Context: an optimization exercise on an open-source flow, tuned for small area, a short achievable clock period and few clock cycles per item. The choices shown serve that exercise and are no tape-out recipe. At most, simulation tests tie the RTL to the original design; equivalence was not proved. No functional check of the RTL was part of runs 1, 2 and 4.

==> flow/design.v <==
`timescale 1ns / 1ps
package itrd_pkg;
	localparam int DATA_W   = 32;
	localparam int RADIX_W  = 5;
	localparam int CHAR_W   = 7;
	localparam int CFG_W    = 64;
	localparam int CFG_IDX_W = 2;
	localparam logic [CFG_IDX_W-1:0] REG_LENGTH = 2'd0;
	localparam logic [CFG_IDX_W-1:0] REG_LOW    = 2'd1;
	localparam logic [CFG_IDX_W-1:0] REG_HIGH   = 2'd2;
	localparam logic [7:0] CHAR_PLUS  = 8'h2b;
	localparam logic [7:0] CHAR_MINUS = 8'h2d;
	localparam logic [7:0] CHAR_FIRST = 8'd32;
endpackage
`timescale 1ns / 1ps
import itrd_pkg::*;
module itrd_div
#(
	parameter int K = 2
) (
	input  logic [3:0]   rem_i,    
	input  logic [K-1:0] d_i,      
	input  logic [4:0]   nd,       
	output logic [K-1:0] q_o,      
	output logic [3:0]   rem_o     
);
	always_comb begin
		logic [3:0] r;
		logic [4:0] t;
		r = rem_i;
		for (int b = K - 1; b >= 0; b--) begin
			t = {r, d_i[b]};
			if (t >= nd) begin
				q_o[b] = 1'b1;
				r      = 4'(t - nd);
			end else begin
				q_o[b] = 1'b0;
				r      = t[3:0];
			end
		end
		rem_o = r;
	end
endmodule
`timescale 1ns / 1ps
import itrd_pkg::*;
module integer_to_radix_digits
#(
	parameter int MAX_ALPHABET = 16
) (
	input  logic                   clk,
	input  logic                   arst_n,
	input  logic                   cfg_we,
	input  logic [CFG_IDX_W-1:0]   cfg_index,
	input  logic [CFG_W-1:0]       cfg_data,
	input  logic                   in_valid,
	output logic                   in_ready,
	input  logic signed [DATA_W-1:0] value,
	output logic                   out_valid,
	input  logic                   out_ready,
	output logic [CHAR_W-1:0]      out_char,
	output logic                   last_char
);
	localparam int K  = 2;                  
	localparam int NS = (DATA_W + K - 1) / K;
	localparam int W  = NS * K;
	localparam int S  = 20;                 
	localparam int SW = 5;
	logic [RADIX_W-1:0] alen_q;
	logic               wlo_q;
	logic               whi_q;
	logic [CHAR_W-1:0]  ach_q [16];
	logic [15:0]        badf_q;
	function automatic logic bad_char(input logic [7:0] c);
		bad_char = c[7] || c[6:5] == 2'b00 || c == CHAR_PLUS || c == CHAR_MINUS;
	endfunction
	logic cfg_reg;
	assign cfg_reg = cfg_we && cfg_index != 2'd3;
	always_ff @(posedge clk or negedge arst_n) begin
		if (!arst_n) begin
			alen_q <= '0;
			wlo_q  <= 1'b0;
			whi_q  <= 1'b0;
		end else if (cfg_we) begin
			if (cfg_index == REG_LENGTH)
				alen_q <= cfg_data[RADIX_W-1:0];
			if (cfg_index == REG_LOW)
				wlo_q <= 1'b1;
			if (cfg_index == REG_HIGH)
				whi_q <= 1'b1;
		end
	end
	always_ff @(posedge clk) begin
		if (cfg_we && (cfg_index == REG_LOW || cfg_index == REG_HIGH)) begin
			for (int k = 0; k < 8; k++) begin
				if (cfg_index == REG_LOW) begin
					ach_q[k]  <= cfg_data[8*k +: CHAR_W];
					badf_q[k] <= bad_char(cfg_data[8*k +: 8]);
				end else begin
					ach_q[8+k]  <= cfg_data[8*k +: CHAR_W];
					badf_q[8+k] <= bad_char(cfg_data[8*k +: 8]);
				end
			end
		end
	end
	logic [4:0] nd_q;        
	logic       r2_q;
	logic       r4_q;
	always_ff @(posedge clk) begin
		r2_q <= alen_q == 5'd2;
		r4_q <= alen_q == 5'd4;
		nd_q <= (alen_q == 5'd2 || alen_q == 5'd4) ? 5'd16 : alen_q;
	end
	logic [3:0]        asel;
	logic [CHAR_W-1:0] achar;
	assign achar = ach_q[asel];
	logic       chk_busy_q;
	logic       ok_q;
	logic       dup_q;
	logic [3:0] ci_q;
	logic       lenok;
	logic       badany;
	logic       dupnow;
	logic       chk_last;
	assign lenok = alen_q >= 5'd2 && alen_q <= 5'(MAX_ALPHABET);
	always_comb begin
		badany = 1'b0;
		for (int i = 0; i < 16; i++)
			if (5'(i) < alen_q && (badf_q[i] || (i < 8 ? !wlo_q : !whi_q)))
				badany = 1'b1;
		dupnow = 1'b0;
		for (int j = 1; j < 16; j++)
			if (4'(j) > ci_q && 5'(j) < alen_q && ach_q[j] == achar)
				dupnow = 1'b1;
	end
	assign chk_last = !lenok || ({1'b0, ci_q} + 5'd2 >= alen_q);
	always_ff @(posedge clk or negedge arst_n) begin
		if (!arst_n) begin
			chk_busy_q <= 1'b0;
			ok_q       <= 1'b0;
			dup_q      <= 1'b0;
			ci_q       <= '0;
		end else if (cfg_reg) begin
			chk_busy_q <= 1'b1;
			ok_q       <= 1'b0;
			dup_q      <= 1'b0;
			ci_q       <= '0;
		end else if (chk_busy_q) begin
			dup_q <= dup_q || dupnow;
			ci_q  <= ci_q + 4'd1;
			if (chk_last) begin
				chk_busy_q <= 1'b0;
				ok_q       <= lenok && !badany && !dup_q && !dupnow;
			end
		end
	end
	logic               vfull_q;      
	logic               vent_q;       
	logic [DATA_W-1:0]  vcap_q;
	logic [W-1:0]       uext;         
	logic [NS-1:0]      unz;
	logic [NS-1:0]      utop;         
	assign uext = W'(vcap_q ^ {DATA_W{vcap_q[DATA_W-1]}});
	always_comb begin
		logic seen;
		for (int c = 0; c < NS; c++)
			unz[c] = |uext[c*K +: K];
		seen = 1'b0;
		for (int c = NS - 1; c >= 1; c--) begin
			utop[c] = unz[c] && !seen;
			seen    = seen || unz[c];
		end
		utop[0] = !seen;
	end
	logic [NS-1:0] sv_q;             
	logic [NS-1:0] sf_q;             
	logic [NS-1:0] snz_q;            
	logic [3:0]    srem_q [NS];
	logic [K-1:0]  x_q    [NS];      
	logic [K-1:0]  dch  [NS];
	logic [K-1:0]  qch  [NS];
	logic [3:0]    rout [NS];
	logic [NS-1:0] qnz;
	logic [NS-1:0] trig;             
	logic [NS-1:0] mv;               
	logic [NS-1:0] entc;
	logic [NS-1:0] enty;
	logic [NS-1:0] infa;             
	logic [NS-1:0] free_ge;
	logic          ev_q;
	logic          ef_q;
	logic          eneg_q;
	logic          edone_q;
	logic [3:0]    er_q;
	logic          carry_q;
	logic          curneg_q;
	logic          gstall;
	logic          cin0;
	logic          cont0;
	logic          cin_m1;
	logic [4:0]    sum_m1;
	logic          cout_m1;
	logic [3:0]    dig_m1;
	logic          vneg_m1;
	for (genvar c = 0; c < NS; c++) begin : g_st
		assign dch[c] = sf_q[c] ? uext[c*K +: K] : x_q[c];
		itrd_div #(.K(K)) u_div (
			.rem_i (srem_q[c]),
			.d_i   (dch[c]),
			.nd    (nd_q),
			.q_o   (qch[c]),
			.rem_o (rout[c])
		);
		assign qnz[c] = {srem_q[c], dch[c]} >= (4+K)'(nd_q);
	end
	assign cin_m1  = ef_q ? eneg_q : carry_q;
	assign sum_m1  = {1'b0, er_q} + {4'd0, cin_m1};
	assign cout_m1 = ev_q && sum_m1 == nd_q;
	assign dig_m1  = cout_m1 ? 4'd0 : sum_m1[3:0];
	assign vneg_m1 = ef_q ? eneg_q : curneg_q;
	assign cin0    = sf_q[0] ? vcap_q[DATA_W-1] : cout_m1;
	assign cont0   = ({1'b0, srem_q[0], dch[0]} + (5+K)'(cin0)) >= (5+K)'(nd_q);
	always_comb begin
		logic any;
		for (int c = 1; c < NS; c++)
			trig[c] = sv_q[c] && !snz_q[c] && qnz[c];
		trig[0] = sv_q[0] && !snz_q[0] && cont0;
		mv[0] = !gstall;
		for (int c = 1; c < NS; c++)
			mv[c] = !gstall && (!sv_q[c-1] || (mv[c-1] && !trig[c-1]));
		any = 1'b0;
		for (int c = NS - 1; c >= 0; c--) begin
			any        = any || sv_q[c];
			free_ge[c] = !any;
		end
		for (int c = 0; c < NS; c++) begin
			entc[c] = trig[c] && mv[c];
			enty[c] = vfull_q && !vent_q && utop[c] && free_ge[c] && !gstall;
			infa[c] = (c < NS - 1) ? (sv_q[(c+1) % NS] && mv[(c+1) % NS]) : 1'b0;
		end
	end
	always_ff @(posedge clk or negedge arst_n) begin
		if (!arst_n) begin
			sv_q <= '0;
		end else begin
			for (int c = 0; c < NS; c++)
				sv_q[c] <= entc[c] || enty[c] || infa[c] || (sv_q[c] && !mv[c]);
		end
	end
	always_ff @(posedge clk) begin
		for (int c = 0; c < NS; c++) begin
			if (mv[c])
				x_q[c] <= qch[c];
			if (entc[c] || enty[c]) begin
				sf_q[c]   <= enty[c];
				snz_q[c]  <= 1'b0;
				srem_q[c] <= '0;
			end else if (infa[c]) begin
				sf_q[c]   <= sf_q[(c+1) % NS];
				snz_q[c]  <= snz_q[(c+1) % NS] || qnz[(c+1) % NS];
				srem_q[c] <= rout[(c+1) % NS];
			end
		end
	end
	logic [3:0]    buf_q [S];
	logic [SW-1:0] wp_q;
	logic [SW-1:0] cnt_q;
	logic [1:0]    qn_q;
	logic [SW-1:0] qtop_q [2];
	logic          qneg_q [2];
	logic [1:0]    qst_q  [2];
	logic          m1_go;           
	logic          push;
	logic [1:0]    st_m1;
	always_comb begin
		st_m1 = 2'd0;
		if (r2_q)
			st_m1 = dig_m1[3] ? 2'd3 : dig_m1[2] ? 2'd2 : dig_m1[1] ? 2'd1 : 2'd0;
		else if (r4_q)
			st_m1 = (dig_m1[3] || dig_m1[2]) ? 2'd1 : 2'd0;
	end
	assign gstall = ev_q && (cnt_q == SW'(S) || (edone_q && qn_q == 2'd2));
	assign m1_go  = ev_q && !gstall;
	assign push   = m1_go && edone_q;
	always_ff @(posedge clk or negedge arst_n) begin
		if (!arst_n) begin
			ev_q <= 1'b0;
		end else if (!gstall) begin
			ev_q <= sv_q[0];
		end
	end
	always_ff @(posedge clk) begin
		if (!gstall) begin
			ef_q    <= sf_q[0];
			eneg_q  <= vcap_q[DATA_W-1];
			er_q    <= rout[0];
			edone_q <= !snz_q[0] && !cont0;
		end
		if (m1_go) begin
			carry_q  <= cout_m1;
			curneg_q <= vneg_m1;
			buf_q[wp_q] <= dig_m1;
		end
	end
	logic vrel;
	logic accept;
	assign vrel     = sv_q[0] && sf_q[0] && mv[0];
	assign in_ready = !chk_busy_q && (!ok_q || !vfull_q || vrel);
	assign accept   = in_valid && in_ready;
	always_ff @(posedge clk or negedge arst_n) begin
		if (!arst_n) begin
			vfull_q <= 1'b0;
			vent_q  <= 1'b0;
		end else begin
			if (accept && ok_q) begin
				vfull_q <= 1'b1;
				vent_q  <= 1'b0;
			end else begin
				if (vrel)
					vfull_q <= 1'b0;
				if (|enty)
					vent_q <= 1'b1;
			end
		end
	end
	always_ff @(posedge clk) begin
		if (accept)
			vcap_q <= value;
	end
	logic          busy_q;
	logic [SW-1:0] rp_q;
	logic [SW-1:0] base_q;
	logic [SW-1:0] nb_q;
	logic [SW-1:0] seglen_q;
	logic [1:0]    sub_q;
	logic          spend_q;
	logic          dv_q;
	logic          dminus_q;
	logic [3:0]    dd_q;
	logic          dlast_q;
	logic          out_valid_q;
	logic [CHAR_W-1:0] out_char_q;
	logic          last_q;
	logic          out_free;
	logic          d_free;
	logic          e_go;
	logic [3:0]    ent;
	logic [3:0]    edig;
	logic          at_base;
	logic          seg_end;
	logic [1:0]    spe;
	logic          load_q0;        
	logic          load_push;      
	logic          pop;
	assign out_free = !out_valid_q || out_ready;
	assign d_free   = !dv_q || out_free;
	assign e_go     = busy_q && d_free;
	assign ent      = buf_q[rp_q];
	assign at_base  = rp_q == base_q;
	assign spe      = r2_q ? 2'd3 : r4_q ? 2'd1 : 2'd0;
	assign seg_end  = e_go && !spend_q && sub_q == 2'd0 && at_base;
	always_comb begin
		if (r2_q)
			edig = {3'd0, ent[sub_q]};
		else if (r4_q)
			edig = {2'd0, ent[{sub_q[0], 1'b0} +: 2]};
		else
			edig = ent;
	end
	assign load_q0   = (!busy_q || seg_end) && qn_q != 2'd0;
	assign load_push = (!busy_q || seg_end) && qn_q == 2'd0 && push;
	assign pop       = load_q0;
	function automatic logic [SW-1:0] ring_inc(input logic [SW-1:0] p);
		ring_inc = (p == SW'(S - 1)) ? '0 : p + SW'(1);
	endfunction
	function automatic logic [SW-1:0] ring_dec(input logic [SW-1:0] p);
		ring_dec = (p == '0) ? SW'(S - 1) : p - SW'(1);
	endfunction
	function automatic logic [SW-1:0] ring_len(input logic [SW-1:0] top, input logic [SW-1:0] base);
		logic [SW:0] d;
		d = {1'b0, top} - {1'b0, base};
		if (d[SW])
			d = d + (SW+1)'(S);
		ring_len = d[SW-1:0] + SW'(1);
	endfunction
	logic [SW-1:0] ld_top;
	logic          ld_neg;
	logic [1:0]    ld_st;
	assign ld_top = load_q0 ? qtop_q[0] : wp_q;
	assign ld_neg = load_q0 ? qneg_q[0] : vneg_m1;
	assign ld_st  = load_q0 ? qst_q[0]  : st_m1;
	always_ff @(posedge clk or negedge arst_n) begin
		if (!arst_n) begin
			wp_q    <= '0;
			cnt_q   <= '0;
			qn_q    <= '0;
			busy_q  <= 1'b0;
			nb_q    <= '0;
			dv_q    <= 1'b0;
			out_valid_q <= 1'b0;
		end else begin
			if (m1_go)
				wp_q <= ring_inc(wp_q);
			cnt_q <= cnt_q + SW'(m1_go) - (seg_end ? seglen_q : '0);
			begin
				logic push_q;
				push_q = push && !load_push;
				case ({push_q, pop})
					2'b10: qn_q <= qn_q + 2'd1;
					2'b01: qn_q <= qn_q - 2'd1;
					default: ;
				endcase
			end
			if (load_q0 || load_push) begin
				busy_q <= 1'b1;
				nb_q   <= ring_inc(ld_top);
			end else if (seg_end) begin
				busy_q <= 1'b0;
			end
			if (d_free)
				dv_q <= e_go;
			if (out_free)
				out_valid_q <= dv_q;
		end
	end
	always_ff @(posedge clk) begin
		begin
			logic push_q;
			push_q = push && !load_push;
			if (pop) begin
				qtop_q[0] <= qtop_q[1];
				qneg_q[0] <= qneg_q[1];
				qst_q[0]  <= qst_q[1];
			end
			if (push_q) begin
				if (qn_q == 2'd0 || (qn_q == 2'd1 && pop)) begin
					qtop_q[0] <= wp_q;
					qneg_q[0] <= vneg_m1;
					qst_q[0]  <= st_m1;
				end else begin
					qtop_q[1] <= wp_q;
					qneg_q[1] <= vneg_m1;
					qst_q[1]  <= st_m1;
				end
			end
		end
		if (load_q0 || load_push) begin
			rp_q     <= ld_top;
			sub_q    <= ld_st;
			spend_q  <= ld_neg;
			base_q   <= nb_q;
			seglen_q <= ring_len(ld_top, nb_q);
		end else if (e_go) begin
			if (spend_q) begin
				spend_q <= 1'b0;
			end else if (sub_q != 2'd0) begin
				sub_q <= sub_q - 2'd1;
			end else if (!at_base) begin
				rp_q  <= ring_dec(rp_q);
				sub_q <= spe;
			end
		end
		if (d_free && e_go) begin
			dminus_q <= spend_q;
			dd_q     <= edig;
			dlast_q  <= !spend_q && sub_q == 2'd0 && at_base;
		end
		if (out_free && dv_q) begin
			out_char_q <= dminus_q ? CHAR_MINUS[CHAR_W-1:0] : achar;
			last_q     <= dlast_q;
		end
	end
	assign asel = chk_busy_q ? ci_q : dd_q;
	assign out_valid = out_valid_q;
	assign out_char  = out_char_q;
	assign last_char = last_q;
endmodule
==> flow/run.sh <==
#!/bin/bash
# synth_recipe.tcl (not shown) runs the flow's synth.tcl, then flattens the netlist and writes it again
# the make line also repeats each setting of config.mk as NAME=value (left out here)
make -C /OpenROAD-flow-scripts/flow DESIGN_CONFIG=/design/flow/config.mk WORK_HOME=/design/flow/orfs CLKGATE_MAP_FILE= SYNTH_SCRIPT=/design/flow/synth_recipe.tcl finish
==> flow/config.mk <==
export PLATFORM = sky130hd
export DESIGN_NAME = integer_to_radix_digits
export DESIGN_NICKNAME = integer_to_radix_digits
export VERILOG_FILES = /design/flow/design.v
export SDC_FILE = /design/flow/constraint.sdc
export NUM_CORES = 4
export LEC_CHECK = 0
export CAP_MARGIN = 20
export CORE_MARGIN = 2
export CORE_UTILIZATION = 40
export SLEW_MARGIN = 20
==> flow/constraint.sdc <==
create_clock -name core_clock -period 7.0 [get_ports {clk}]
set_input_delay 1.4000 -clock core_clock [delete_from_list [all_inputs] [get_ports {clk}]]
set_output_delay 1.4000 -clock core_clock [all_outputs]
set_load 0.01 [all_outputs]
==> results of run 1 <==
flip-flops by register name, summed over array words and instances, names as in the netlist, 16 cells and up, named ones only:
register and flops:
badf_q 16, sv_q 16, buf_q 80, vcap_q 32
x_q 32, ach_q 112, srem_q 60, sf_q 16
routing by layer:
metal  vias up  wire length (um)  track usage, %
li1      10950                 -               -
met1     11340             38310           29.14
met2       611             41000           36.76
met3       121              4754           2.751
met4         0              1904           5.524
met5         -                 0               0
cell usage in the layout, fill, tap and decap left out, types with 12 or more instances in the layout:
master,instances
inv_1,150
dfrtp_1,53
xnor2_1,159
fa_1,33
bufinv_16,13
nor4_1,29
o21bai_1,14
a22o_1,14
nand2_1,173
a31oi_1,12
a311oi_1,22
clkbuf_16,57
clkdlybuf4s50_1,111
nand4_1,13
o22ai_1,16
a21o_1,136
buf_4,39
ha_1,263
and3_1,25
mux4_2,25
clkbuf_1,13
a211oi_1,21
o21ai_0,135
mux2_2,47
nand3b_1,14
xor2_1,81
a22oi_1,19
nor2b_1,49
nand2b_1,71
dfxtp_1,93
nor3_1,51
edfxtp_1,337
nand3_1,63
and2_1,12
a21oi_1,167
a31o_2,17
mux2i_1,89
nor2_1,207
synth_stat cells, drive strengths merged (9+ instances only):
| cell | count |
|---|---|
| nor2b | 49 |
| or4 | 9 |
| or2 | 15 |
| nand3 | 63 |
| a21o | 136 |
| o21bai | 14 |
| edfxtp | 337 |
| o31a | 9 |
| a21oi | 167 |
| a31oi | 14 |
| a31o | 17 |
| ha | 263 |
| mux4 | 25 |
| clkbuf | 70 |
| xor2 | 81 |
| a311oi | 23 |
| nand2b | 71 |
| a22oi | 19 |
| inv | 157 |
| a22o | 14 |
| and3 | 25 |
| o22ai | 17 |
| or3 | 10 |
| mux2i | 89 |
| xnor2 | 159 |
| nor4 | 29 |
| dfxtp | 95 |
| nand3b | 14 |
| o21ai | 142 |
| buf | 27 |
| dfrtp | 53 |
| nand4 | 13 |
| mux2 | 47 |
| nand2 | 173 |
| fa | 33 |
| nor3 | 51 |
| and2 | 14 |
| nor2 | 208 |
| a211oi | 22 |
worst max-delay path by stage:
stage	start	end	depth (start not counted)
detailed placement	out_ready	seglen_q[4]	17
global placement	out_ready	seglen_q[4]	18
global route	ef_q	sf_q[10]	22
CTS	ef_q	sf_q[13]	22
finish	ef_q	sf_q[10]	22
floorplan	nd_q[1]	er_q[2]	20
metrics by stage:
stage / area, um2 / instances / util [%] / worst slack (ns)
floorplan: 30850 / 2899 / - / 0.8047
global placement: 33190 / 3983 / 43.55 / 1.131
detailed placement: 33190 / 3983 / 43.56 / 1.002
CTS: 35240 / 4090 / 46.24 / 1.212
global route: 35240 / 4090 / 46.24 / 0.5391
finish: 35240 / 4090 / 46.24 / 1.271
worst max-delay path: cells and delay by family (launching register included):
| family | cells | cell delay, ns |
|---|---|---|
| compound gates | 11 | 2.73 |
| fa+ha+maj | 5 | 1.15 |
| simple gates | 4 | 0.72 |
| flops | 1 | 0.39 |
| mux | 1 | 0.21 |
| xor+xnor | 1 | 0.19 |
kinds of logic (layout without fill, tap and decap cells):
group	after synthesis	after routing	share of synthesized area [%]
AOI/OAI and AO/OA	685	685	14.99
xor gates and xnor gates	240	240	6.814
adders and majority gates	296	296	12.81
buffers and inverters	257	418	3.212
DFF	485	485	43.27
muxes	161	161	6.429
and+or+nand+nor	775	775	12.48
cell type report:
class	instances	area, um2	area share (%)
clock buffers	70	1475	4.186
clock inverters	37	569.3	1.616
inverters	160	600.6	1.704
multi-input cells	2157	16530	46.91
flip-flops and latches	485	13350	37.89
well taps	1030	1289	3.657
repair buffers	151	1424	4.041
==> results.json, run 1 <==
{
  "clock_skew_ns": 0.06191,
  "die_height_um": 281.7,
  "antenna_cells": 0,
  "dp_hpwl_um": 63720,
  "grt_usage_pct": 21.62,
  "clk_root_buffer_cell": "clkbuf_16",
  "die-area_um2": 79350,
  "synth_ff_type": "edfxtp_1",
  "hold_slack_ns": 0.4385,
  "hold_class": "reg2reg",
  "critical_path_class": "reg2reg",
  "vias_per_cell": 5.630,
  "core_area_um2": 76200,
  "worstMarginPinSlew_ns": 1.021,
  "syn2layout_area_growth_pct": 14.24,
  "max-slew-margin-rel_pct": 30.17,
  "antenna_found_initial": 0,
  "num_io_pins": 113,
  "num_rows": 101,
  "numCtsBuffers": 57,
  "ys_types": 87,
  "async_flop_share_pct": 10.93,
  "fmax_mhz": 174.5,
  "synth_warnings": 18,
  "drv_cap": 0,
  "hold_start": "dlast_q",
  "grt_pass1_vias": 23580,
  "r2r-start": "ef_q",
  "end_kind": "flip-flop",
  "rsz0062_at_grt": "false",
  "wl_um": 85970,
  "clock_path_buffers": 3,
  "cts_tree": "done",
  "syn_nets": 3298,
  "cts-htree-levels": 2,
  "cp_data_required_time_ns": 7.31,
  "drt_iter0_drc": 1976,
  "layout.nets": 3411,
  "cp_max_fo": 11,
  "worstPathCellList": "nand2_1, o21ai_0, ha_1, ha_1, xnor2_1, a211oi_1, a31oi_1, nor3_1, mux2_2, ha_1, ha_1, ha_1, a21o_1, a21o_1, a21oi_1, o21ai_0, o211ai_1, nand2_1, a31oi_2, o21ai_0, o21ai_1, nand2b_1",
  "via_count": 23030,
  "clk_latency_ns": 0.65,
  "ctsResizeCount": 0,
  "rrSetupSlack_ns": 1.27,
  "grt.overflow.total": 0,
  "worstHoldEndpoint": "last_q",
  "cpMaxStageDelayCell": "a31oi_2",
  "min_period_over_period_pct": 81.85,
  "synthCells": 2899,
  "drive_gt1_share_pct": 8.399,
  "dieWidth_um": 281.7,
  "synth_top_cell_by_area": "edfxtp_1",
  "status": "timing/DRC/antenna clean",
  "wl_per_cell_um": 21.02,
  "numPortBuffers": 112,
  "cts.sinks": 485,
  "setup-tns-final_ns": 0,
  "hold_buffers": 0,
  "rr_endpoint": "sf_q[10]",
  "ys_ff_latch": 485,
  "syn_area_um2": 30850,
  "hold_viol": 0,
  "path_common_cell": "ha_1",
  "slowest_delay_ns": 0.54,
  "clk_pin_slew_ns": 0.06,
  "place_congestion": 0.9320,
  "synth_top_area_share_pct": 32.81,
  "syn_avg_cell_area_um2": 10.64,
  "grt_pass1_wl_um": 134500,
  "setup-violations-final": 0,
  "final.min_clock_period_ns": 5.729,
  "arrival_ns": 6.04,
  "drc": 0,
  "cts_setup_buffers": 0,
  "maxSlewViolCount": 0,
  "start_util_pct": 40.48,
  "grt_max_degree": 54,
  "holdPathStages": 0,
  "rr_worst_depth": 22,
  "crit_path_start_kind": "flip-flop",
  "synth_area_leaders": "edfxtp_1 (33%), ha_1 (11%), dfxtp_1 (6.2%)",
  "synth_seq_area_share_pct": 43.27,
  "ant_nets": 0,
  "synth_edf_count": 337,
  "drt_pass1_iterations": 5,
  "fillCellCount": 7034
}
==> inputs of run 2 (changes only) <==
--- a/flow/design.v
+++ b/flow/design.v
@@ -16,27 +16,41 @@
 import itrd_pkg::*;
 module itrd_div
 #(
-	parameter int K = 2
+	parameter int K = 4
 ) (
 	input  logic [3:0]   rem_i,    
 	input  logic [K-1:0] d_i,      
-	input  logic [4:0]   nd,       
+	input  logic         nd16,     
+	input  logic [3:0]   nd4,      
+	input  logic [3:0]   m,
 	output logic [K-1:0] q_o,      
 	output logic [3:0]   rem_o     
 );
+	function automatic logic ge4(input logic [3:0] a, input logic [3:0] b);
+		ge4 = (a[3] & ~b[3]) | (~(a[3] ^ b[3]) & ((a[2] & ~b[2]) | (~(a[2] ^ b[2]) &
+		      ((a[1] & ~b[1]) | (~(a[1] ^ b[1]) & (a[0] | ~b[0]))))));
+	endfunction
 	always_comb begin
 		logic [3:0] r;
-		logic [4:0] t;
+		logic [3:0] t;
+		logic [3:0] s;
+		logic       q;
+		logic       c0;
+		logic       c1;
+		logic       c2;
 		r = rem_i;
 		for (int b = K - 1; b >= 0; b--) begin
-			t = {r, d_i[b]};
-			if (t >= nd) begin
-				q_o[b] = 1'b1;
-				r      = 4'(t - nd);
-			end else begin
-				q_o[b] = 1'b0;
-				r      = t[3:0];
-			end
+			t  = {r[2:0], d_i[b]};
+			q  = r[3] | (~nd16 & ge4(t, nd4));
+			s[0] = t[0] ^ m[0];
+			c0   = t[0] & m[0];
+			s[1] = t[1] ^ m[1] ^ c0;
+			c1   = (t[1] & m[1]) | (c0 & (t[1] | m[1]));
+			s[2] = t[2] ^ m[2] ^ c1;
+			c2   = (t[2] & m[2]) | (c1 & (t[2] | m[2]));
+			s[3] = t[3] ^ m[3] ^ c2;
+			q_o[b] = q;
+			r = q ? s : t;
 		end
 		rem_o = r;
 	end
@@ -60,7 +74,7 @@
 	output logic [CHAR_W-1:0]      out_char,
 	output logic                   last_char
 );
-	localparam int K  = 2;                  
+	localparam int K  = 4;                  
 	localparam int NS = (DATA_W + K - 1) / K;
 	localparam int W  = NS * K;
 	localparam int S  = 20;                 
@@ -102,13 +116,25 @@
 			end
 		end
 	end
-	logic [4:0] nd_q;        
+	logic [4:0] nd;          
 	logic       r2_q;
 	logic       r4_q;
+	logic       nd16_q;      
+	logic [3:0] nd4_q;       
+	logic [3:0] ndm1_q;      
+	logic [3:0] h0_q;        
+	logic [3:0] h1_q;        
+	logic [3:0] m_q;         
+	assign nd = (alen_q == 5'd2 || alen_q == 5'd4) ? 5'd16 : alen_q;
 	always_ff @(posedge clk) begin
-		r2_q <= alen_q == 5'd2;
-		r4_q <= alen_q == 5'd4;
-		nd_q <= (alen_q == 5'd2 || alen_q == 5'd4) ? 5'd16 : alen_q;
+		r2_q   <= alen_q == 5'd2;
+		r4_q   <= alen_q == 5'd4;
+		nd16_q <= nd == 5'd16;
+		nd4_q  <= nd[3:0];
+		ndm1_q <= 4'(nd - 5'd1);
+		h0_q   <= 4'((nd + 5'd1) >> 1);
+		h1_q   <= 4'(nd >> 1);
+		m_q    <= 4'(5'd16 - nd);
 	end
 	logic [3:0]        asel;
 	logic [CHAR_W-1:0] achar;
@@ -133,6 +159,10 @@
 				dupnow = 1'b1;
 	end
 	assign chk_last = !lenok || ({1'b0, ci_q} + 5'd2 >= alen_q);
+	logic pre_ok;
+	logic flush;
+	assign pre_ok = lenok && !badany;
+	assign flush  = cfg_reg || (chk_busy_q && chk_last && (!pre_ok || dup_q || dupnow));
 	always_ff @(posedge clk or negedge arst_n) begin
 		if (!arst_n) begin
 			chk_busy_q <= 1'b0;
@@ -201,24 +231,40 @@
 	logic          cout_m1;
 	logic [3:0]    dig_m1;
 	logic          vneg_m1;
+	function automatic logic ge4(input logic [3:0] a, input logic [3:0] b);
+		ge4 = (a[3] & ~b[3]) | (~(a[3] ^ b[3]) & ((a[2] & ~b[2]) | (~(a[2] ^ b[2]) &
+		      ((a[1] & ~b[1]) | (~(a[1] ^ b[1]) & (a[0] | ~b[0]))))));
+	endfunction
+	logic [NS-1:0] dgen;             
 	for (genvar c = 0; c < NS; c++) begin : g_st
 		assign dch[c] = sf_q[c] ? uext[c*K +: K] : x_q[c];
 		itrd_div #(.K(K)) u_div (
 			.rem_i (srem_q[c]),
 			.d_i   (dch[c]),
-			.nd    (nd_q),
+			.nd16  (nd16_q),
+			.nd4   (nd4_q),
+			.m     (m_q),
 			.q_o   (qch[c]),
 			.rem_o (rout[c])
 		);
-		assign qnz[c] = {srem_q[c], dch[c]} >= (4+K)'(nd_q);
+		assign dgen[c] = !nd16_q && ge4(dch[c], nd4_q);
+		assign qnz[c]  = (|srem_q[c]) || dgen[c];
 	end
 	assign cin_m1  = ef_q ? eneg_q : carry_q;
-	assign sum_m1  = {1'b0, er_q} + {4'd0, cin_m1};
-	assign cout_m1 = ev_q && sum_m1 == nd_q;
-	assign dig_m1  = cout_m1 ? 4'd0 : sum_m1[3:0];
+	assign cout_m1 = ev_q && cin_m1 && er_q == ndm1_q;
+	always_comb begin
+		sum_m1 = '0;
+		if (!cout_m1) begin
+			sum_m1[0] = er_q[0] ^ cin_m1;
+			sum_m1[1] = er_q[1] ^ (er_q[0] & cin_m1);
+			sum_m1[2] = er_q[2] ^ (er_q[1] & er_q[0] & cin_m1);
+			sum_m1[3] = er_q[3] ^ (er_q[2] & er_q[1] & er_q[0] & cin_m1);
+		end
+	end
+	assign dig_m1  = sum_m1[3:0];
 	assign vneg_m1 = ef_q ? eneg_q : curneg_q;
 	assign cin0    = sf_q[0] ? vcap_q[DATA_W-1] : cout_m1;
-	assign cont0   = ({1'b0, srem_q[0], dch[0]} + (5+K)'(cin0)) >= (5+K)'(nd_q);
+	assign cont0   = (|srem_q[0]) || dgen[0] || (cin0 && dch[0] == ndm1_q);
 	always_comb begin
 		logic any;
 		for (int c = 1; c < NS; c++)
@@ -241,6 +287,8 @@
 	always_ff @(posedge clk or negedge arst_n) begin
 		if (!arst_n) begin
 			sv_q <= '0;
+		end else if (flush) begin
+			sv_q <= '0;
 		end else begin
 			for (int c = 0; c < NS; c++)
 				sv_q[c] <= entc[c] || enty[c] || infa[c] || (sv_q[c] && !mv[c]);
@@ -263,7 +311,7 @@
 	end
 	logic [3:0]    buf_q [S];
 	logic [SW-1:0] wp_q;
-	logic [SW-1:0] cnt_q;
+	logic [SW:0]   cnt_q;
 	logic [1:0]    qn_q;
 	logic [SW-1:0] qtop_q [2];
 	logic          qneg_q [2];
@@ -278,12 +326,14 @@
 		else if (r4_q)
 			st_m1 = (dig_m1[3] || dig_m1[2]) ? 2'd1 : 2'd0;
 	end
-	assign gstall = ev_q && (cnt_q == SW'(S) || (edone_q && qn_q == 2'd2));
+	assign gstall = ev_q && (cnt_q == (SW+1)'(S) || (edone_q && qn_q == 2'd2));
 	assign m1_go  = ev_q && !gstall;
 	assign push   = m1_go && edone_q;
 	always_ff @(posedge clk or negedge arst_n) begin
 		if (!arst_n) begin
 			ev_q <= 1'b0;
+		end else if (flush) begin
+			ev_q <= 1'b0;
 		end else if (!gstall) begin
 			ev_q <= sv_q[0];
 		end
@@ -304,14 +354,19 @@
 	logic vrel;
 	logic accept;
 	assign vrel     = sv_q[0] && sf_q[0] && mv[0];
-	assign in_ready = !chk_busy_q && (!ok_q || !vfull_q || vrel);
+	logic vtake;     
+	assign vtake    = chk_busy_q ? pre_ok : ok_q;
+	assign in_ready = !vtake || !vfull_q || vrel;
 	assign accept   = in_valid && in_ready;
 	always_ff @(posedge clk or negedge arst_n) begin
 		if (!arst_n) begin
 			vfull_q <= 1'b0;
 			vent_q  <= 1'b0;
+		end else if (flush) begin
+			vfull_q <= 1'b0;
+			vent_q  <= 1'b0;
 		end else begin
-			if (accept && ok_q) begin
+			if (accept && vtake) begin
 				vfull_q <= 1'b1;
 				vent_q  <= 1'b0;
 			end else begin
@@ -353,7 +408,7 @@
 	logic          pop;
 	assign out_free = !out_valid_q || out_ready;
 	assign d_free   = !dv_q || out_free;
-	assign e_go     = busy_q && d_free;
+	assign e_go     = busy_q && d_free && ok_q;
 	assign ent      = buf_q[rp_q];
 	assign at_base  = rp_q == base_q;
 	assign spe      = r2_q ? 2'd3 : r4_q ? 2'd1 : 2'd0;
@@ -397,10 +452,19 @@
 			nb_q    <= '0;
 			dv_q    <= 1'b0;
 			out_valid_q <= 1'b0;
+		end else if (flush) begin
+			wp_q    <= '0;
+			cnt_q   <= '0;
+			qn_q    <= '0;
+			busy_q  <= 1'b0;
+			nb_q    <= '0;
+			dv_q    <= 1'b0;
+			if (out_free)
+				out_valid_q <= dv_q;
 		end else begin
 			if (m1_go)
 				wp_q <= ring_inc(wp_q);
-			cnt_q <= cnt_q + SW'(m1_go) - (seg_end ? seglen_q : '0);
+			cnt_q <= cnt_q + (SW+1)'(m1_go) - (seg_end ? {1'b0, seglen_q} : '0);
 			begin
 				logic push_q;
 				push_q = push && !load_push;
==> results.json, run 2 <==
{
  "fillCellCount": 6488,
  "cts-htree-levels": 2,
  "hold_class": "reg2reg",
  "fin_area_um2": 34410,
  "layout.nets": 3369,
  "wl_um": 93140,
  "cp.buffers_inverters": 7,
  "grt_pass1_vias": 22990,
  "arrival_ns": 7.23,
  "cp_data_required_time_ns": 7.48,
  "die_height_um": 273.7,
  "via_count": 23120,
  "cpLargestDelayFamily": "adder cells",
  "hold_viol": 0,
  "final.min_clock_period_ns": 6.752,
  "syn2layout_area_growth_pct": 18.24,
  "worstMarginPinSlew_ns": 1.215,
  "cpMaxStageDelayCell": "edfxtp_1",
  "clock_skew_ns": 0.03804,
  "synth_edf_count": 329,
  "clock_path_buffers": 3,
  "drive_gt1_share_pct": 14.65,
  "max-slew-margin-rel_pct": 19.03,
  "end_kind": "flip-flop",
  "dp_hpwl_um": 68120,
  "setup-violations-final": 0,
  "drt_iter0_drc": 2107,
  "antenna_cells": 0,
  "grt_max_degree": 57,
  "clk_root_buffer_cell": "clkbuf_16",
  "place_inst": 3836,
  "layout_commonest_cell": "edfxtp_1",
  "syn_avg_cell_area_um2": 10.55,
  "numPortBuffers": 112,
  "post_dp_cell_area_um2": 31890,
  "status": "timing/DRC/antenna clean",
  "largest_reg_flops": 112,
  "drt_pass1_iterations": 6,
  "ys_ff_latch": 437,
  "min_period_over_period_pct": 96.45,
  "maxSlewViolCount": 0,
  "largest-register": "ach_q",
  "cp_max_fo": 6,
  "grt_pass1_wl_um": 140400,
  "syn_area_um2": 29100,
  "dp_slack_ns": -0.06138,
  "async_flop_share_pct": 10.53,
  "wl_per_cell_um": 23.48,
  "clk_latency_ns": 0.64,
  "syn_nets": 3151,
  "core_area_um2": 71730,
  "largestRegisters": "ach_q (112), buf_q (80)",
  "synth_top_area_share_pct": 33.95,
  "ys_types": 103,
  "grt_usage_pct": 24.42,
  "clk_pin_slew_ns": 0.06,
  "path_common_cell": "ha_1",
  "ant_nets": 0,
  "drc": 0,
  "num_io_pins": 113,
  "synth_top_cell_by_area": "edfxtp_1",
  "critical_path_class": "reg2reg",
  "grt.overflow.total": 0,
  "cts.sinks": 437,
  "vias_per_cell": 5.828,
  "final_cell_mix": "edfxtp_1 (329), ha_1 (225), inv_1 (224), nand2_1 (172), nor2_1 (172)",
  "num_rows": 98,
  "finalNonFillerCells": 3967,
  "crit_path_start_kind": "flip-flop",
  "synthCells": 2758,
  "drv_cap": 0,
  "die-area_um2": 74930,
  "synth_area_leaders": "edfxtp_1 (34%), ha_1 (9.7%), fa_1 (4.4%)",
  "fmax_mhz": 148.1,
  "hold_slack_ns": 0.4373,
  "layout_setup_ws_ns": 0.2483,
  "start_util_pct": 40.57,
  "synth_ff_type": "edfxtp_1",
  "synth_seq_area_share_pct": 42.17,
  "synth_warnings": 18,
  "yosysMostFrequentCell": "edfxtp_1",
  "antenna_found_initial": 1,
  "dieWidth_um": 273.7,
  "slowest_delay_ns": 0.53,
  "synth_common_cells": "edfxtp_1 (329), inv_1 (231), ha_1 (226), nor2_1 (185), nand2_1 (178)",
  "numCtsBuffers": 50,
  "cts_tree": "done",
  "place_congestion": 1.034
}
[run 2: cell count changes after synthesis, moves of 28 or more]
cell     change
o21a_1      +28
a21oi_1     -33
inv_1       +77
fa_1        +31
dfxtp_1     -33
o21ai_0     +39
a21o_1     -114
ha_1        -37
xnor2_1     -58
[run 2: logic make-up (layout without fill, tap and decap cells)]
kind of cell               after synthesis  after routing  synth area share (%)
and+or+nand+nor                        730            730                 12.78
AOI/OAI and AO/OA                      661            661                 15.13
DFF                                    437            437                 42.17
buffers and inverters                  334            593                 4.704
adders and majority gates              291            291                 14.15
xor gates and xnor gates               159            159                 4.785
muxes                                  146            146                 6.269
[run 2: area by class of cell]
class	instances	area (um2)	share of cell area, %
clock inverter	27	397.9	1.156
inverter	237	889.6	2.585
multi-input combinational	1987	15940	46.33
timing repair buffer	263	2333	6.782
clock buffer	66	1383	4.018
tap	950	1189	3.454
sequential	437	12280	35.67
[run 2: final timing paths]
kind | startpoint | cells after the start | slack, ns | to
worst min-delay path | dlast_q | 0 | 0.44 | last_q
worst max register to register | vcap_q[31] | 37 | 0.25 | srem_q[5][3]
max in group asynchronous | arst_n | 2 | 5.47 | sv_q[6]
worst min register to register | dlast_q | 0 | 0.44 | last_q
worst max-delay path | vcap_q[31] | 37 | 0.25 | srem_q[5][3]
min in group asynchronous | arst_n | 2 | 0.96 | dv_q
[run 2: repair_timing]
action,CTS,global route
setup buffers,2,35
hold buffers,0,0
gates cloned,0,1
setup endpoints to repair,12,40
pin swaps,1,31
gates resized for setup,8,137
[run 2: layer usage]
metal | routed length, um | vias to the layer above | track usage [%] | share of wire (%)
li1 | - | 10520 | - | -
met4 | 3633 | 0 | 8.988 | 3.9
met2 | 43800 | 928 | 40.15 | 47
met3 | 6238 | 230 | 3.886 | 6.7
met1 | 39470 | 11440 | 32.45 | 42
met5 | 0 | - | 0 | 0
[run 2: worst reg2reg max path, delay by kind of cell (launching register included)]
family                     cells  cell delay [ns]
AOI/OAI and AO/OA              9             1.01
xor gates and xnor gates       2             0.26
adders and majority gates      6             1.80
buffers and inverters          7             0.72
DFF                            1             0.53
muxes                          3             0.96
and+or+nand+nor               10             1.32
[run 2: per-stage QoR]
step	TNS, ns	utilization [%]
6_report	0	47.97
5_1_grt	-0.5924	47.97
4_1_cts	-0.05620	46.99
3_5_place_dp	-0.2181	44.46
3_3_place_gp	-0.008139	44.46
2_1_floorplan	0	-
==> inputs of run 3 (changes only) <==
--- a/flow/design.v
+++ b/flow/design.v
@@ -20,8 +20,8 @@
 ) (
 	input  logic [3:0]   rem_i,    
 	input  logic [K-1:0] d_i,      
-	input  logic         nd16,     
-	input  logic [3:0]   nd4,      
+	input  logic [3:0]   h0,
+	input  logic [3:0]   h1,
 	input  logic [3:0]   m,
 	output logic [K-1:0] q_o,      
 	output logic [3:0]   rem_o     
@@ -40,8 +40,8 @@
 		logic       c2;
 		r = rem_i;
 		for (int b = K - 1; b >= 0; b--) begin
+			q  = d_i[b] ? ge4(r, h1) : ge4(r, h0);
 			t  = {r[2:0], d_i[b]};
-			q  = r[3] | (~nd16 & ge4(t, nd4));
 			s[0] = t[0] ^ m[0];
 			c0   = t[0] & m[0];
 			s[1] = t[1] ^ m[1] ^ c0;
@@ -241,8 +241,8 @@
 		itrd_div #(.K(K)) u_div (
 			.rem_i (srem_q[c]),
 			.d_i   (dch[c]),
-			.nd16  (nd16_q),
-			.nd4   (nd4_q),
+			.h0    (h0_q),
+			.h1    (h1_q),
 			.m     (m_q),
 			.q_o   (qch[c]),
 			.rem_o (rout[c])
==> results.json, run 3 <==
{
  "clock_path_buffers": 3,
  "cts_tree": "done",
  "syn_area_um2": 30680,
  "max-slew-margin-rel_pct": 27.03,
  "synth_top_area_share_pct": 32.20,
  "yosysMostFrequentCell": "edfxtp_1",
  "drv_cap": 0,
  "grt_usage_pct": 23.52,
  "hold_buffers": 0,
  "min_period_over_period_pct": 94.88,
  "wl_per_cell_um": 22.23,
  "die_height_um": 280.9,
  "vias_per_cell": 5.589,
  "grt_pass1_vias": 23770,
  "slowest_delay_ns": 0.51,
  "maxSlewViolCount": 0,
  "hold_slack_ns": 0.4503,
  "grt_max_degree": 59,
  "layout_commonest_cell": "edfxtp_1",
  "drt_pass1_iterations": 7,
  "num_rows": 101,
  "grt.overflow.total": 0,
  "async_flop_share_pct": 10.43,
  "layout.nets": 3593,
  "setup-violations-final": 0,
  "synthCells": 2891,
  "clk_root_buffer_cell": "clkbuf_16",
  "dp_slack_ns": -0.009558,
  "wl_um": 92750,
  "post_dp_cell_area_um2": 33610,
  "crit_path_start_kind": "flip-flop",
  "hold_viol": 0,
  "numPortBuffers": 112,
  "clock_skew_ns": 0.03408,
  "synth_common_cells": "edfxtp_1 (329), ha_1 (326), inv_1 (214), nand2_1 (198), nor2_1 (195)",
  "critical_path_class": "reg2reg",
  "layout_setup_ws_ns": 0.3587,
  "cp_max_fo": 10,
  "synth_top_cell_by_area": "edfxtp_1",
  "numCtsBuffers": 49,
  "fmax_mhz": 150.6,
  "synth_edf_count": 329,
  "clk_latency_ns": 0.63,
  "drc": 0,
  "syn2layout_area_growth_pct": 17.12,
  "largest_reg_flops": 112,
  "ant_nets": 0,
  "num_io_pins": 113,
  "worstMarginPinSlew_ns": 1.085,
  "core_area_um2": 75950,
  "cts.sinks": 441,
  "place_congestion": 0.9689,
  "status": "timing/DRC/antenna clean",
  "drt_iter0_drc": 1658,
  "final.min_clock_period_ns": 6.641,
  "dieWidth_um": 280.9,
  "via_count": 23320,
  "largestRegisters": "ach_q (112), buf_q (80)",
  "grt_pass1_wl_um": 142500,
  "die-area_um2": 78930,
  "synth_warnings": 18,
  "clk_pin_slew_ns": 0.07,
  "syn_nets": 3384,
  "cts-htree-levels": 2,
  "synth_ff_type": "edfxtp_1",
  "start_util_pct": 40.39,
  "syn_avg_cell_area_um2": 10.61,
  "synth_area_leaders": "edfxtp_1 (32%), ha_1 (13%), xnor2_1 (4.3%)",
  "drive_gt1_share_pct": 11.49,
  "ys_ff_latch": 441,
  "final_cell_mix": "edfxtp_1 (329), ha_1 (326), inv_1 (212), nand2_1 (196), nor2_1 (190)",
  "cpMaxStageDelayCell": "edfxtp_1",
  "dp_hpwl_um": 69110,
  "ys_types": 98,
  "antenna_found_initial": 0,
  "end_kind": "flip-flop",
  "fin_area_um2": 35930,
  "synth_seq_area_share_pct": 40.26,
  "cp_data_required_time_ns": 7.54,
  "largest-register": "ach_q",
  "arrival_ns": 7.18,
  "hold_class": "reg2reg"
}
==> run 3: final cells by class <==
| cell class | instances | area [um2] |
|---|---|---|
| diodes | 1 | 2.502 |
| clock buffers | 58 | 1334 |
| clock inverters | 34 | 480.5 |
| fillers | 6932 | 40020 |
| inverters | 216 | 814.5 |
| multi-input cells | 2155 | 17380 |
| flip-flops and latches | 441 | 12360 |
| well taps | 1030 | 1289 |
| repair buffers | 237 | 2280 |
==> run 3: cells by family (layout without fill, tap and decap cells) <==
family,after synthesis,count (layout),synth area share [%]
fa+ha+maj,390,390,17.47
other cells,0,1,0
xor+xnor,246,246,7.023
flops,441,441,40.26
simple gates,796,796,13.12
buf+inv,295,545,3.964
compound gates,612,612,13.42
mux,111,111,4.739
==> run 3: stage by stage <==
| step | TNS [ns] | utilization (%) | cells |
|---|---|---|---|
| after floorplan | 0 | - | 2891 |
| final | 0 | 47.31 | 4172 |
| after CTS | 0 | 46.70 | 4146 |
| after global routing | -0.1936 | 47.31 | 4171 |
| after detailed placement | -0.01437 | 44.25 | 4051 |
| after global placement | 0 | 44.25 | 4051 |
==> run 3: repair_timing <==
item | in CTS | in global routing
gates cloned | 0 | 1
setup buffers | 3 | 23
endpoints found under the setup margin | 3 | 40
resized for setup | 4 | 66
pin swaps | 0 | 10
==> run 3: path summary, 6_finish.rpt <==
check	slack [ns]	start	cells after the start	endpoint
min in group asynchronous	0.91	arst_n	2	alen_q[3]
hold / removal	0.45	nb_q[4]	0	base_q[4]
setup / recovery	0.36	vcap_q[31]	31	srem_q[2][3]
setup reg to reg	0.36	vcap_q[31]	31	srem_q[2][3]
hold reg to reg	0.45	nb_q[4]	0	base_q[4]
max in group asynchronous	5.51	arst_n	2	sv_q[4]
==> run 3: worst max-delay path, delay by kind of cell, from the launching register on <==
kind                       cells  cell delay, ns
AOI/OAI and AO/OA             11            1.88
adders and majority gates      6            1.76
and+or+nand+nor                5            0.79
buffers and inverters          5            0.72
muxes                          2            0.64
DFF                            1            0.51
xor gates and xnor gates       2            0.25
==> run 3: metal layers <==
metal | track usage (%) | share of wire [%]
met4 | 7.199 | 2.9
met3 | 3.109 | 5.6
met1 | 32.64 | 45
met2 | 38.14 | 47
met5 | 0 | 0
Testbench counts of run 3, summed over its fixed seeds: cycles 9,366, values 960.
==> inputs of run 4 (changes only) <==
--- a/flow/design.v
+++ b/flow/design.v
@@ -16,39 +16,43 @@
 import itrd_pkg::*;
 module itrd_div
 #(
-	parameter int K = 4
+	parameter int K = 2
 ) (
 	input  logic [3:0]   rem_i,    
 	input  logic [K-1:0] d_i,      
-	input  logic [3:0]   h0,
-	input  logic [3:0]   h1,
+	input  logic         nd16,
+	input  logic [3:0]   nd4,
 	input  logic [3:0]   m,
 	output logic [K-1:0] q_o,      
 	output logic [3:0]   rem_o     
 );
-	function automatic logic ge4(input logic [3:0] a, input logic [3:0] b);
-		ge4 = (a[3] & ~b[3]) | (~(a[3] ^ b[3]) & ((a[2] & ~b[2]) | (~(a[2] ^ b[2]) &
-		      ((a[1] & ~b[1]) | (~(a[1] ^ b[1]) & (a[0] | ~b[0]))))));
+	function automatic logic ge4f(input logic [3:0] a, input logic [3:0] b);
+		logic [3:0] g;
+		logic [3:0] e;
+		g = a & ~b;
+		e = ~(a ^ b);
+		ge4f = g[3] | (e[3] & g[2]) | (e[3] & e[2] & g[1]) | (e[3] & e[2] & e[1] & (a[0] | ~b[0]));
 	endfunction
 	always_comb begin
 		logic [3:0] r;
 		logic [3:0] t;
 		logic [3:0] s;
 		logic       q;
-		logic       c0;
 		logic       c1;
 		logic       c2;
+		logic       c3;
 		r = rem_i;
 		for (int b = K - 1; b >= 0; b--) begin
-			q  = d_i[b] ? ge4(r, h1) : ge4(r, h0);
 			t  = {r[2:0], d_i[b]};
+			q  = r[3] | (~nd16 & ge4f(t, nd4));
+			c1 = t[0] & m[0];
+			c2 = (t[1] & m[1]) | (t[1] & t[0] & m[0]) | (m[1] & t[0] & m[0]);
+			c3 = (t[2] & m[2]) | (t[2] & t[1] & m[1]) | (t[2] & t[1] & t[0] & m[0]) | (t[2] & m[1] & t[0] & m[0])
+			   | (m[2] & t[1] & m[1]) | (m[2] & t[1] & t[0] & m[0]) | (m[2] & m[1] & t[0] & m[0]);
 			s[0] = t[0] ^ m[0];
-			c0   = t[0] & m[0];
-			s[1] = t[1] ^ m[1] ^ c0;
-			c1   = (t[1] & m[1]) | (c0 & (t[1] | m[1]));
-			s[2] = t[2] ^ m[2] ^ c1;
-			c2   = (t[2] & m[2]) | (c1 & (t[2] | m[2]));
-			s[3] = t[3] ^ m[3] ^ c2;
+			s[1] = t[1] ^ m[1] ^ c1;
+			s[2] = t[2] ^ m[2] ^ c2;
+			s[3] = t[3] ^ m[3] ^ c3;
 			q_o[b] = q;
 			r = q ? s : t;
 		end
@@ -74,7 +78,9 @@
 	output logic [CHAR_W-1:0]      out_char,
 	output logic                   last_char
 );
-	localparam int K  = 4;                  
+	localparam int K  = 2;                  
+	localparam int NV = 2;                  
+	localparam int VW = 1;
 	localparam int NS = (DATA_W + K - 1) / K;
 	localparam int W  = NS * K;
 	localparam int S  = 20;                 
@@ -183,17 +189,25 @@
 			end
 		end
 	end
-	logic               vfull_q;      
-	logic               vent_q;       
-	logic [DATA_W-1:0]  vcap_q;
-	logic [W-1:0]       uext;         
+	logic [NV-1:0]      vfull_q;
+	logic [VW-1:0]      vfp_q;        
+	logic [VW-1:0]      vep_q;        
+	logic [NV-1:0]      vent_q;       
+	logic               vepv_q;       
+	logic [DATA_W-1:0]  vcap_q [NV];
+	logic [W-1:0]       uext   [NV];  
+	logic [W-1:0]       uent;
 	logic [NS-1:0]      unz;
 	logic [NS-1:0]      utop;         
-	assign uext = W'(vcap_q ^ {DATA_W{vcap_q[DATA_W-1]}});
+	for (genvar v = 0; v < NV; v++) begin : g_vx
+		assign uext[v] = W'(vcap_q[v] ^ {DATA_W{vcap_q[v][DATA_W-1]}});
+	end
+	assign uent   = uext[vep_q];
+	assign vepv_q = vfull_q[vep_q] && !vent_q[vep_q];
 	always_comb begin
 		logic seen;
 		for (int c = 0; c < NS; c++)
-			unz[c] = |uext[c*K +: K];
+			unz[c] = |uent[c*K +: K];
 		seen = 1'b0;
 		for (int c = NS - 1; c >= 1; c--) begin
 			utop[c] = unz[c] && !seen;
@@ -203,6 +217,7 @@
 	end
 	logic [NS-1:0] sv_q;             
 	logic [NS-1:0] sf_q;             
+	logic [VW-1:0] svi_q  [NS];      
 	logic [NS-1:0] snz_q;            
 	logic [3:0]    srem_q [NS];
 	logic [K-1:0]  x_q    [NS];      
@@ -232,23 +247,28 @@
 	logic [3:0]    dig_m1;
 	logic          vneg_m1;
 	function automatic logic ge4(input logic [3:0] a, input logic [3:0] b);
-		ge4 = (a[3] & ~b[3]) | (~(a[3] ^ b[3]) & ((a[2] & ~b[2]) | (~(a[2] ^ b[2]) &
-		      ((a[1] & ~b[1]) | (~(a[1] ^ b[1]) & (a[0] | ~b[0]))))));
+		logic [3:0] g;
+		logic [3:0] e;
+		g = a & ~b;
+		e = ~(a ^ b);
+		ge4 = g[3] | (e[3] & g[2]) | (e[3] & e[2] & g[1]) | (e[3] & e[2] & e[1] & (a[0] | ~b[0]));
 	endfunction
-	logic [NS-1:0] dgen;             
+	logic [NS-1:0] qlow;             
+	logic [NS-1:0] remhi;            
 	for (genvar c = 0; c < NS; c++) begin : g_st
-		assign dch[c] = sf_q[c] ? uext[c*K +: K] : x_q[c];
+		assign dch[c] = sf_q[c] ? uext[svi_q[c]][c*K +: K] : x_q[c];
 		itrd_div #(.K(K)) u_div (
 			.rem_i (srem_q[c]),
 			.d_i   (dch[c]),
-			.h0    (h0_q),
-			.h1    (h1_q),
+			.nd16  (nd16_q),
+			.nd4   (nd4_q),
 			.m     (m_q),
 			.q_o   (qch[c]),
 			.rem_o (rout[c])
 		);
-		assign dgen[c] = !nd16_q && ge4(dch[c], nd4_q);
-		assign qnz[c]  = (|srem_q[c]) || dgen[c];
+		assign remhi[c] = srem_q[c][3] || srem_q[c][2];
+		assign qlow[c]  = !nd16_q && ge4({srem_q[c][1:0], dch[c]}, nd4_q);
+		assign qnz[c]   = remhi[c] || qlow[c];
 	end
 	assign cin_m1  = ef_q ? eneg_q : carry_q;
 	assign cout_m1 = ev_q && cin_m1 && er_q == ndm1_q;
@@ -263,16 +283,39 @@
 	end
 	assign dig_m1  = sum_m1[3:0];
 	assign vneg_m1 = ef_q ? eneg_q : curneg_q;
-	assign cin0    = sf_q[0] ? vcap_q[DATA_W-1] : cout_m1;
-	assign cont0   = (|srem_q[0]) || dgen[0] || (cin0 && dch[0] == ndm1_q);
+	logic vneg0;
+	assign vneg0   = vcap_q[svi_q[0]][DATA_W-1];
+	assign cin0    = sf_q[0] ? vneg0 : cout_m1;
+	assign cont0   = qnz[0] || (cin0 && !remhi[0] && {srem_q[0][1:0], dch[0]} == ndm1_q);
 	always_comb begin
 		logic any;
 		for (int c = 1; c < NS; c++)
 			trig[c] = sv_q[c] && !snz_q[c] && qnz[c];
 		trig[0] = sv_q[0] && !snz_q[0] && cont0;
-		mv[0] = !gstall;
-		for (int c = 1; c < NS; c++)
-			mv[c] = !gstall && (!sv_q[c-1] || (mv[c-1] && !trig[c-1]));
+		begin
+			logic [NS-1:0] bg;
+			logic [NS-1:0] bp;
+			logic [NS-1:0] ng;
+			logic [NS-1:0] np;
+			bg = sv_q & trig;
+			bp = sv_q & ~trig;
+			for (int d = 1; d < NS; d = d * 2) begin
+				for (int c = 0; c < NS; c++) begin
+					if (c >= d) begin
+						ng[c] = bg[c] | (bp[c] & bg[c-d]);
+						np[c] = bp[c] & bp[c-d];
+					end else begin
+						ng[c] = bg[c];
+						np[c] = bp[c];
+					end
+				end
+				bg = ng;
+				bp = np;
+			end
+			mv[0] = !gstall;
+			for (int c = 1; c < NS; c++)
+				mv[c] = !gstall && !bg[c-1];
+		end
 		any = 1'b0;
 		for (int c = NS - 1; c >= 0; c--) begin
 			any        = any || sv_q[c];
@@ -280,7 +323,7 @@
 		end
 		for (int c = 0; c < NS; c++) begin
 			entc[c] = trig[c] && mv[c];
-			enty[c] = vfull_q && !vent_q && utop[c] && free_ge[c] && !gstall;
+			enty[c] = vepv_q && utop[c] && free_ge[c] && !gstall;
 			infa[c] = (c < NS - 1) ? (sv_q[(c+1) % NS] && mv[(c+1) % NS]) : 1'b0;
 		end
 	end
@@ -300,10 +343,12 @@
 				x_q[c] <= qch[c];
 			if (entc[c] || enty[c]) begin
 				sf_q[c]   <= enty[c];
+				svi_q[c]  <= vep_q;
 				snz_q[c]  <= 1'b0;
 				srem_q[c] <= '0;
 			end else if (infa[c]) begin
 				sf_q[c]   <= sf_q[(c+1) % NS];
+				svi_q[c]  <= svi_q[(c+1) % NS];
 				snz_q[c]  <= snz_q[(c+1) % NS] || qnz[(c+1) % NS];
 				srem_q[c] <= rout[(c+1) % NS];
 			end
@@ -341,7 +386,7 @@
 	always_ff @(posedge clk) begin
 		if (!gstall) begin
 			ef_q    <= sf_q[0];
-			eneg_q  <= vcap_q[DATA_W-1];
+			eneg_q  <= vneg0;
 			er_q    <= rout[0];
 			edone_q <= !snz_q[0] && !cont0;
 		end
@@ -351,35 +396,41 @@
 			buf_q[wp_q] <= dig_m1;
 		end
 	end
-	logic vrel;
+	logic vrel;      
 	logic accept;
-	assign vrel     = sv_q[0] && sf_q[0] && mv[0];
 	logic vtake;     
+	assign vrel     = sv_q[0] && sf_q[0] && mv[0];
 	assign vtake    = chk_busy_q ? pre_ok : ok_q;
-	assign in_ready = !vtake || !vfull_q || vrel;
+	assign in_ready = !vtake || !vfull_q[vfp_q] || (vrel && svi_q[0] == vfp_q);
 	assign accept   = in_valid && in_ready;
 	always_ff @(posedge clk or negedge arst_n) begin
 		if (!arst_n) begin
-			vfull_q <= 1'b0;
-			vent_q  <= 1'b0;
+			vfull_q <= '0;
+			vent_q  <= '0;
+			vfp_q   <= '0;
+			vep_q   <= '0;
 		end else if (flush) begin
-			vfull_q <= 1'b0;
-			vent_q  <= 1'b0;
+			vfull_q <= '0;
+			vent_q  <= '0;
+			vfp_q   <= '0;
+			vep_q   <= '0;
 		end else begin
+			if (vrel)
+				vfull_q[svi_q[0]] <= 1'b0;
+			if (|enty) begin
+				vent_q[vep_q] <= 1'b1;
+				vep_q         <= VW'(vep_q + VW'(1));
+			end
 			if (accept && vtake) begin
-				vfull_q <= 1'b1;
-				vent_q  <= 1'b0;
-			end else begin
-				if (vrel)
-					vfull_q <= 1'b0;
-				if (|enty)
-					vent_q <= 1'b1;
+				vfull_q[vfp_q] <= 1'b1;
+				vent_q[vfp_q]  <= 1'b0;
+				vfp_q          <= VW'(vfp_q + VW'(1));
 			end
 		end
 	end
 	always_ff @(posedge clk) begin
 		if (accept)
-			vcap_q <= value;
+			vcap_q[vfp_q] <= value;
 	end
 	logic          busy_q;
 	logic [SW-1:0] rp_q;
==> results.json, run 4 <==
{
  "start_util_pct": 40.30,
  "clk_latency_ns": 0.66,
  "setup-violations-final": 0,
  "layout.nets": 3968,
  "die-area_um2": 91310,
  "num_io_pins": 113,
  "cts.sinks": 546,
  "cts_tree": "done",
  "synth_top_cell_by_area": "edfxtp_1",
  "cp_data_required_time_ns": 7.40,
  "core_area_um2": 88240,
  "largest_reg_flops": 112,
  "cp_max_fo": 30,
  "fmax_mhz": 165.3,
  "ant_nets": 0,
  "final_core_util_pct": 45.51,
  "grt_pass1_wl_um": 153000,
  "hold_viol": 0,
  "drive_gt1_share_pct": 9.154,
  "clock_path_buffers": 3,
  "grt_pass1_vias": 25540,
  "dp_hpwl_um": 72580,
  "synth_common_cells": "edfxtp_1 (385), ha_1 (308), nor2_1 (267), nand2_1 (242), a21oi_1 (194)",
  "cts-htree-levels": 2,
  "largestRegisters": "ach_q (112), buf_q (80), vcap_q (64)",
  "post_dp_cell_area_um2": 37970,
  "cp-startpoint": "vcap_q[0][31]",
  "clk_pin_slew_ns": 0.06,
  "min_period_over_period_pct": 86.45,
  "wl_um": 98260,
  "synth_top_area_share_pct": 32.51,
  "synth_ff_type": "edfxtp_1",
  "place_congestion": 0.9629,
  "vias_per_cell": 5.585,
  "ctsResizeCount": 0,
  "cp-endpoint": "svi_q[13]",
  "critical_path_class": "reg2reg",
  "ys_ff_latch": 546,
  "maxSlewViolCount": 0,
  "numPortBuffers": 112,
  "syn_area_um2": 35560,
  "arrival_ns": 6.45,
  "max-slew-margin-rel_pct": 34.54,
  "grt_usage_pct": 21.44,
  "drt_iter0_drc": 2229,
  "grt_max_degree": 59,
  "dieWidth_um": 302.2,
  "synth_seq_area_share_pct": 42.39,
  "drc": 0,
  "numCtsBuffers": 59,
  "layout_commonest_cell": "edfxtp_1",
  "syn_nets": 3872,
  "antenna_found_initial": 1,
  "antenna_cells": 0,
  "die_height_um": 302.2,
  "largest-register": "ach_q",
  "rr_worst_depth": 16,
  "final_cell_mix": "edfxtp_1 (385), ha_1 (308), nor2_1 (265), nand2_1 (242), a21oi_1 (194)",
  "hold_buffers": 0,
  "worstMarginPinSlew_ns": 0.9744,
  "synthCells": 3459,
  "via_count": 26640,
  "rsz0062_at_grt": "false",
  "wl_per_cell_um": 20.60,
  "syn_avg_cell_area_um2": 10.28,
  "ys_types": 98,
  "cts_setup_buffers": 0,
  "yosysMostFrequentCell": "edfxtp_1",
  "synth_warnings": 22,
  "status": "timing/DRC/antenna clean",
  "synth_edf_count": 385,
  "grt.overflow.total": 0,
  "synth_area_leaders": "edfxtp_1 (33%), ha_1 (11%), dfxtp_1 (5.8%)",
  "syn2layout_area_growth_pct": 12.91,
  "crit_path_start_kind": "flip-flop",
  "drt_pass1_iterations": 7,
  "num_rows": 109,
  "clk_root_buffer_cell": "clkbuf_16",
  "rrSetupSlack_ns": 0.95,
  "fillCellCount": 8223,
  "rr_endpoint": "svi_q[13]",
  "drv_cap": 0,
  "r2r-start": "vcap_q[0][31]",
  "final.min_clock_period_ns": 6.051,
  "end_kind": "flip-flop",
  "fin_area_um2": 40150,
  "hold_class": "reg2reg",
  "async_flop_share_pct": 10.62,
  "setup-tns-final_ns": 0,
  "clock_skew_ns": 0.02772
}
==> run 4: worst max-delay path: stages (launching register included) <==
cell	delay, ns
edfxtp_1	0.83
buf_4	0.53
xnor2_1	0.17
mux2i_1	0.08
mux2_2	0.30
ha_1	0.28
nor2b_1	0.13
o21a_1	0.16
o21a_1	0.18
o41ai_1	0.45
inv_1	0.13
o31ai_2	0.50
a21oi_1	0.34
nor2_1	0.23
o2111ai_1	0.45
o21bai_1	0.62
mux2_2	0.39
==> run 4: how the worst min path moves through the flow <==
stage	start	end	depth (start not counted)
after floorplan	dlast_q	last_q	0
after global placement	dlast_q	last_q	0
after detailed placement	nb_q[1]	base_q[1]	0
after CTS	dlast_q	last_q	0
after global routing	dlast_q	last_q	0
final	dlast_q	last_q	0
==> run 4: metrics by stage <==
step,instances,setup WS (ns),hold WS (ns)
2_1_floorplan,3459,1.733,0.4003
3_3_place_gp,4657,1.063,0.4322
3_5_place_dp,4657,0.9665,0.4388
4_1_cts,4768,1.041,0.4461
5_1_grt,4770,0.4814,0.4460
6_report,4770,0.9486,0.4409
==> run 4: final cells by class <==
class	instances	area (um2)	area share, %
clock inverter	45	623.1	1.552
timing repair buffer	163	1546	3.851
clock buffer	66	1513	3.767
sequential	546	15090	37.57
multi-input combinational	2630	19350	48.18
tap	1165	1458	3.630
inverter	155	581.8	1.449
==> run 4: kinds of logic (layout without fill, tap and decap cells) <==
kind of cell    after synthesis  after routing  synth area share (%)
compound gates              728            728                 13.32
mux                         193            193                 6.628
flops                       546            546                 42.39
simple gates               1058           1058                 14.97
xor+xnor                    330            330                 8.166
buf+inv                     283            429                 3.261
fa+ha+maj                   321            321                 11.26
==> run 4: per-layer routing <==
| metal | global-route usage [%] | wire length (um) | vias up |
|---|---|---|---|
| met5 | 0 | 0 | - |
| met4 | 5.339 | 2376 | 0 |
| met3 | 2.902 | 5417 | 160 |
| met2 | 34.91 | 45280 | 745 |
| met1 | 30.10 | 45190 | 12940 |
| li1 | - | - | 12800 |

-- separate check: timing with driven ports --
Ports are ideal in the flow. The routed layouts listed here were re-timed in OpenROAD.
Step 1 (the two cells are an assumption about what drives the block):
set clk [get_ports {clk}]
set_driving_cell -lib_cell sky130_fd_sc_hd__clkbuf_16 $clk
set_driving_cell -lib_cell sky130_fd_sc_hd__buf_2 [delete_from_list [all_inputs] $clk]
Step 2 adds t to the input delays and takes it off the output delays; t is the mean of the earliest and latest rising clock arrival at the registers after step 1. Input paths then give back, and output paths get back, about the clock's delay inside the block.
Slacks: ideal / step 1 / step 2; pairs: ideal / step 1.
run | shift t [ns] | slack for setup (ns) | hold slack, ns | worst setup path after step 2
run 1 | 0.682 | 1.271 / 1.271 / 0.994 | 0.439 / 0.439 / 0.439 | input to register
run 2 | 0.679 | 0.248 / 0.248 / 0.248 | 0.437 / 0.437 / 0.437 | register to register
run 3 | 0.683 | 0.359 / 0.359 / 0.359 | 0.450 / 0.450 / 0.450 | register to register
run 4 | 0.709 | 0.949 / 0.949 / 0.927 | 0.441 / 0.441 / 0.441 | input to register
After both steps setup and hold are still met in every run listed. For run 1, which loses most, drivers alone change the setup slack by 0.000 ns; drivers and shift together by -0.277 ns.
